This is an optimization exercise on Yosys and OpenROAD, whose aim is small area, a short achievable clock period and few clock cycles per item, not a production implementation.
Where RTL was checked, it was by simulation tests only, not by an equivalence proof against the original.
Power and IR drop assume default switching activity.

==> inputs of run a <==
// lc4_ooo_core
module lc4_ooo_core (
   input  logic        gwe,
   input  logic        rst_n,
   output logic [15:0] imem_addr,
   input  logic [15:0] imem_out,
   output logic        commit_valid,
   output logic [15:0] commit_pc,
   output logic [15:0] commit_insn,
   output logic [15:0] commit_value,
   output logic        commit_we,
   output logic [2:0]  commit_reg,
   output logic [2:0]  commit_nzp
);
==> module lc4_ooo_core, before the edit <==
module lc4_ooo_core (
   input  logic        gwe,
   input  logic        rst_n,
   output logic [15:0] imem_addr,
   input  logic [15:0] imem_out,
   output logic        commit_valid,
   output logic [15:0] commit_pc,
   output logic [15:0] commit_insn,
   output logic [15:0] commit_value,
   output logic        commit_we,
   output logic [2:0]  commit_reg,
   output logic [2:0]  commit_nzp
);
   logic [15:0] pc_f;
   logic        d_valid;
   logic [15:0] d_insn;
   logic        x_valid, x_we, x_mulph;
   logic [15:0] x_insn, x_a, x_b;
   logic [7:0]  x_one, x_two, x_neg;    
   logic        c_valid, c_we, c_zero;
   logic [15:0] c_pc, c_insn, c_value;
   logic [15:0] rf [8];
   logic        x_sub, x_and, x_or, x_xor, x_mul;
   logic        stall, x_wr;
   logic [15:0] sum, res, mul_s, mul_c;
   assign stall = x_valid && x_mul && !x_mulph;    
   assign sum   = x_a + (x_b ^ {16{x_sub}}) + {15'd0, x_sub};
   lc4_mul_csa i_mul (.a(x_a), .one(x_one), .two(x_two), .neg(x_neg), .s(mul_s), .c(mul_c));
   always_comb begin
      if (x_and)
         res = x_a & x_b;
      else if (x_or)
         res = x_a | x_b;
      else if (x_xor)
         res = x_a ^ x_b;
      else
         res = sum;
   end
   assign x_wr = x_valid && x_we && !stall;
   logic [3:0]  d_op;
   logic [2:0]  d_rs, d_rt, d_fn;
   logic [15:0] rf_a, rf_b, d_imm, a_next, b_next;
   logic [7:0]  b_one, b_two, b_neg;
   logic        d_arith, d_logic, d_const, d_imm_sel, d_not, byp_a, byp_b, use_a, d_mul;
   assign d_op      = d_insn[15:12];
   assign d_fn      = d_insn[5:3];
   assign d_rs      = d_insn[8:6];
   assign d_rt      = d_insn[2:0];
   assign d_arith   = (d_op == lc4_pkg::OP_ARITH);
   assign d_logic   = (d_op == lc4_pkg::OP_LOGIC);
   assign d_const   = (d_op == lc4_pkg::OP_CONST);
   assign d_not     = d_logic && (d_fn == 3'b001);
   assign d_mul     = d_arith && (d_fn == 3'b001);
   assign d_imm_sel = d_const || d_not || (d_fn[2] && (d_arith || d_logic));
   assign d_imm     = d_const ? {{7{d_insn[8]}}, d_insn[8:0]} :
                      d_not   ? 16'hffff : {{11{d_insn[4]}}, d_insn[4:0]};
   assign use_a     = !d_const;
   always_comb begin
      rf_a = 16'h0000;
      rf_b = 16'h0000;
      for (int i = 0; i < 8; i++) begin
         rf_a = rf_a | (rf[i] & {16{use_a && d_rs == i[2:0]}});
         rf_b = rf_b | (rf[i] & {16{d_rt == i[2:0]}});
      end
   end
   assign byp_a     = use_a && x_wr && (x_insn[11:9] == d_rs);
   assign byp_b     = x_wr && (x_insn[11:9] == d_rt);
   assign a_next    = byp_a ? res : rf_a;
   assign b_next    = d_imm_sel ? d_imm : (byp_b ? res : rf_b);
   lc4_booth i_booth (.b(b_next), .one(b_one), .two(b_two), .neg(b_neg));
   assign imem_addr = pc_f;
   always_ff @(posedge gwe or negedge rst_n) begin
      if (!rst_n) begin
         pc_f    <= lc4_pkg::RESET_PC;
         c_pc    <= lc4_pkg::RESET_PC;
         d_valid <= 1'b0;
         x_valid <= 1'b0;
         x_mulph <= 1'b0;
         c_valid <= 1'b0;
      end else begin
         pc_f    <= pc_f + {15'd0, !(d_valid && d_mul && !stall)};
         c_pc    <= c_pc + {15'd0, c_valid};
         d_valid <= 1'b1;
         if (!stall)
            x_valid <= d_valid;
         x_mulph <= stall;
         c_valid <= x_valid && !stall;
      end
   end
   always_ff @(posedge gwe) begin
      d_insn <= imem_out;
      x_one  <= b_one;
      x_two  <= b_two;
      x_neg  <= b_neg;
      if (stall) begin
         x_a <= mul_s;
         x_b <= mul_c;
      end else begin
         x_insn <= d_insn;
         x_we   <= lc4_pkg::insn_writes_rd(d_insn);
         x_sub  <= d_arith && (d_fn == 3'b010);
         x_mul  <= d_mul;
         x_and  <= d_logic && (d_fn == 3'b000 || d_fn[2]);
         x_or   <= d_logic && (d_fn == 3'b010);
         x_xor  <= d_logic && (d_fn == 3'b011 || d_fn == 3'b001);
         x_a    <= a_next;
         x_b    <= b_next;
      end
      c_insn  <= x_insn;
      c_we    <= x_we;
      c_value <= res;
      c_zero  <= (res == 16'h0000);
      for (int i = 0; i < 8; i++)
         if (!rst_n || (x_wr && x_insn[11:9] == i[2:0]))
            rf[i] <= res & {16{rst_n}};
   end
   assign commit_valid = c_valid;
   assign commit_pc    = c_pc;
   assign commit_insn  = c_insn;
   assign commit_value = c_value;
   assign commit_we    = c_we;
   assign commit_reg   = c_insn[11:9];
   assign commit_nzp   = {c_value[15], c_zero, !c_value[15] && !c_zero};
endmodule
clock: 9.0 ns
lec_check: 0
cap_margin: 20
core_margin: 2
core_utilization: 40
cts_cluster_diameter: 120
cts_cluster_size: 22
slew_margin: 20
standard.sh (not shown) runs the stock make flow with config.mk's settings and CLKGATE_MAP_FILE= SYNTH_SCRIPT=/design/flow/synth_recipe.tcl, a recipe that flattens the netlist after the stock synthesis.
==> flow/flow/run.sh <==
#!/bin/bash
# Standard layout (the standard.sh), with plain buffers on the ports and a
# tighter setup repair target. Each tool's output goes to a log in this folder.
set -euo pipefail
bash standard.sh BUFFER_PORTS_ARGS="-buffer_cell sky130_fd_sc_hd__buf_1" SETUP_SLACK_MARGIN=5.5 finish > flow_make.log 2>&1
==> inputs of run b, as changes to run a <==
--- a/flow/design.v
+++ b/flow/design.v
@@ -433,7 +433,6 @@
    output logic [2:0]  commit_nzp
 );
    logic [15:0] pc_f;
-   logic        d_valid;
    logic [15:0] d_insn;
    logic        x_valid, x_we, x_mulph;
    logic [15:0] x_insn, x_a, x_b;
@@ -441,6 +440,7 @@
    logic        c_valid, c_we, c_zero;
    logic [15:0] c_pc, c_insn, c_value;
    logic [15:0] rf [8];
+   logic [7:0]  rf_ok;
    logic        x_sub, x_and, x_or, x_xor, x_mul;
    logic        stall, x_wr;
    logic [15:0] sum, res, mul_s, mul_c;
@@ -480,8 +480,8 @@
       rf_a = 16'h0000;
       rf_b = 16'h0000;
       for (int i = 0; i < 8; i++) begin
-         rf_a = rf_a | (rf[i] & {16{use_a && d_rs == i[2:0]}});
-         rf_b = rf_b | (rf[i] & {16{d_rt == i[2:0]}});
+         rf_a = rf_a | (rf[i] & {16{use_a && rf_ok[i] && d_rs == i[2:0]}});
+         rf_b = rf_b | (rf[i] & {16{rf_ok[i] && d_rt == i[2:0]}});
       end
    end
    assign byp_a     = use_a && x_wr && (x_insn[11:9] == d_rs);
@@ -490,26 +490,29 @@
    assign b_next    = d_imm_sel ? d_imm : (byp_b ? res : rf_b);
    lc4_booth i_booth (.b(b_next), .one(b_one), .two(b_two), .neg(b_neg));
    assign imem_addr = pc_f;
+   assign d_insn    = imem_out;
    always_ff @(posedge gwe or negedge rst_n) begin
       if (!rst_n) begin
          pc_f    <= lc4_pkg::RESET_PC;
          c_pc    <= lc4_pkg::RESET_PC;
-         d_valid <= 1'b0;
          x_valid <= 1'b0;
          x_mulph <= 1'b0;
          c_valid <= 1'b0;
+         rf_ok   <= '0;
       end else begin
-         pc_f    <= pc_f + {15'd0, !(d_valid && d_mul && !stall)};
-         c_pc    <= c_pc + {15'd0, c_valid};
-         d_valid <= 1'b1;
          if (!stall)
-            x_valid <= d_valid;
+            pc_f <= pc_f + 16'd1;
+         if (c_valid)
+            c_pc <= c_pc + 16'd1;
+         if (!stall)
+            x_valid <= 1'b1;
          x_mulph <= stall;
          c_valid <= x_valid && !stall;
+         if (x_wr)
+            rf_ok[x_insn[11:9]] <= 1'b1;
       end
    end
    always_ff @(posedge gwe) begin
-      d_insn <= imem_out;
       x_one  <= b_one;
       x_two  <= b_two;
       x_neg  <= b_neg;
@@ -531,9 +534,8 @@
       c_we    <= x_we;
       c_value <= res;
       c_zero  <= (res == 16'h0000);
-      for (int i = 0; i < 8; i++)
-         if (!rst_n || (x_wr && x_insn[11:9] == i[2:0]))
-            rf[i] <= res & {16{rst_n}};
+      if (x_wr)
+         rf[x_insn[11:9]] <= res;
    end
    assign commit_valid = c_valid;
    assign commit_pc    = c_pc;
==> inputs of run c, as changes to run a <==
--- a/flow/design.v
+++ b/flow/design.v
@@ -441,6 +441,7 @@
    logic        c_valid, c_we, c_zero;
    logic [15:0] c_pc, c_insn, c_value;
    logic [15:0] rf [8];
+   logic [7:0]  rf_ok;
    logic        x_sub, x_and, x_or, x_xor, x_mul;
    logic        stall, x_wr;
    logic [15:0] sum, res, mul_s, mul_c;
@@ -476,14 +477,8 @@
    assign d_imm     = d_const ? {{7{d_insn[8]}}, d_insn[8:0]} :
                       d_not   ? 16'hffff : {{11{d_insn[4]}}, d_insn[4:0]};
    assign use_a     = !d_const;
-   always_comb begin
-      rf_a = 16'h0000;
-      rf_b = 16'h0000;
-      for (int i = 0; i < 8; i++) begin
-         rf_a = rf_a | (rf[i] & {16{use_a && d_rs == i[2:0]}});
-         rf_b = rf_b | (rf[i] & {16{d_rt == i[2:0]}});
-      end
-   end
+   assign rf_a      = (use_a && rf_ok[d_rs]) ? rf[d_rs] : 16'h0000;
+   assign rf_b      = rf_ok[d_rt] ? rf[d_rt] : 16'h0000;
    assign byp_a     = use_a && x_wr && (x_insn[11:9] == d_rs);
    assign byp_b     = x_wr && (x_insn[11:9] == d_rt);
    assign a_next    = byp_a ? res : rf_a;
@@ -498,6 +493,7 @@
          x_valid <= 1'b0;
          x_mulph <= 1'b0;
          c_valid <= 1'b0;
+         rf_ok   <= '0;
       end else begin
          pc_f    <= pc_f + {15'd0, !(d_valid && d_mul && !stall)};
          c_pc    <= c_pc + {15'd0, c_valid};
@@ -506,6 +502,8 @@
             x_valid <= d_valid;
          x_mulph <= stall;
          c_valid <= x_valid && !stall;
+         if (x_wr)
+            rf_ok[x_insn[11:9]] <= 1'b1;
       end
    end
    always_ff @(posedge gwe) begin
@@ -531,9 +529,8 @@
       c_we    <= x_we;
       c_value <= res;
       c_zero  <= (res == 16'h0000);
-      for (int i = 0; i < 8; i++)
-         if (!rst_n || (x_wr && x_insn[11:9] == i[2:0]))
-            rf[i] <= res & {16{rst_n}};
+      if (x_wr)
+         rf[x_insn[11:9]] <= res;
    end
    assign commit_valid = c_valid;
    assign commit_pc    = c_pc;
==> flow/flow/run.sh (replaced) <==
#!/bin/bash
# Standard layout (the standard.sh), with plain buffers on the ports and a
# tighter setup repair target. Each tool's output goes to a log in this folder.
set -euo pipefail
bash standard.sh BUFFER_PORTS_ARGS="-buffer_cell sky130_fd_sc_hd__buf_2" SETUP_SLACK_MARGIN=5.5 finish > flow_make.log 2>&1
- CORE_UTILIZATION: 40 -> 55
- PLACE_DENSITY: default -> 0.72
==> run summary <==
Endpoint arrival time on the critical path: run b 3840 ps; run a 3740 ps; run c 3870 ps
Count of non-CTS inverters in the layout: run b 85; run a 84; run c 88
Clock sink total: run b 283; run a 292; run c 300
Multi-input combinational area share: run b 44.3%; run a 45.0%; run c 44.9%
Post-Route WL: run b 45,100 um; run a 47,000 um; run c 41,100 um
Max-Slew Margin vs Limit: run b 39.4%; run a 28.0%; run c 23.4%
Worst Tran Pin Value: run b 906 ps; run a 1070 ps; run c 1150 ps
Iteration-0 DRC Markers: run b 1,349; run a 1,127; run c 1,464
Share of total power in combinational logic: run b 39.1%; run a 53.4%; run c 38.8%
Status: run b complete, no violations; run a complete, no violations; run c complete, no violations
Count of filler cells inserted in the layout: run b 3,513; run a 3,625; run c 2,343
Num sequential: run b 283; run a 292; run c 300
Netlist area before placement: run b 0.0154 mm^2; run a 0.0159 mm^2; run c 0.0164 mm^2
Highest-delay cell along the critical path: run b sky130_fd_sc_hd__and4bb_4; run a sky130_fd_sc_hd__nor4_2; run c sky130_fd_sc_hd__or3_1
Compound-Gate Fraction of Synth Area: run b 17.3%; run a 14.8%; run c 10.7%
Number of warnings issued by yosys: run b 2; run a 3; run c 2
Layout Cell Area excl Fill: run b 0.0176 mm^2; run a 0.0175 mm^2; run c 0.0180 mm^2
Met3 Track Usage GR: run b 2.18%; run a 3.77%; run c 2.79%
Highest cell delay on the worst timing path: run b 480 ps; run a 780 ps; run c 440 ps
Die span in y: run b 200 um; run a 203 um; run c 177 um
Sequential share of the synthesized area: run b 47.9%; run a 47.4%; run c 47.1%
Initial Utilization: run b 40.8%; run a 40.8%; run c 55.6%
Area share of buffers outside the clock network: run b 5.08%; run a 3.39%; run c 4.58%
Testbench counts of run c, summed over its fixed seeds: cycles 17,590, items 16,000.
No functional check of the RTL was part of run a and run b.

[port drivers added, routing unchanged]
No port has a modelled driver above. Below, the same layouts with a new extraction and two added sets of constraints. Step 1, drivers: a clkbuf_16 drives gwe and a buf_2 each remaining input, both assumed. Step 2 adds t to the input delays and takes it off the output delays; t is the mean of the earliest and latest rising clock arrival at the registers after step 1. Input paths then give back, and output paths get back, about the clock's delay inside the block. a / b / c = no drivers / after step 1 / after step 2; a / b = the first two.
run | shift t [ns] | setup slack, ns | worst hold slack (ns)
run a | 0.569 | 5.492 / 5.520 / 4.951 | 0.345 / 0.345 / 0.345
run b | 0.557 | 5.520 / 5.540 / 4.983 | 0.348 / 0.348 / 0.348
run c | 0.555 | 5.581 / 5.581 / 5.581 | 0.332 / 0.332 / 0.332
After both steps setup and hold are still met in every run listed. The setup slack of run a, which loses most, moves by +0.028 ns with the drivers and by -0.541 ns with both steps.
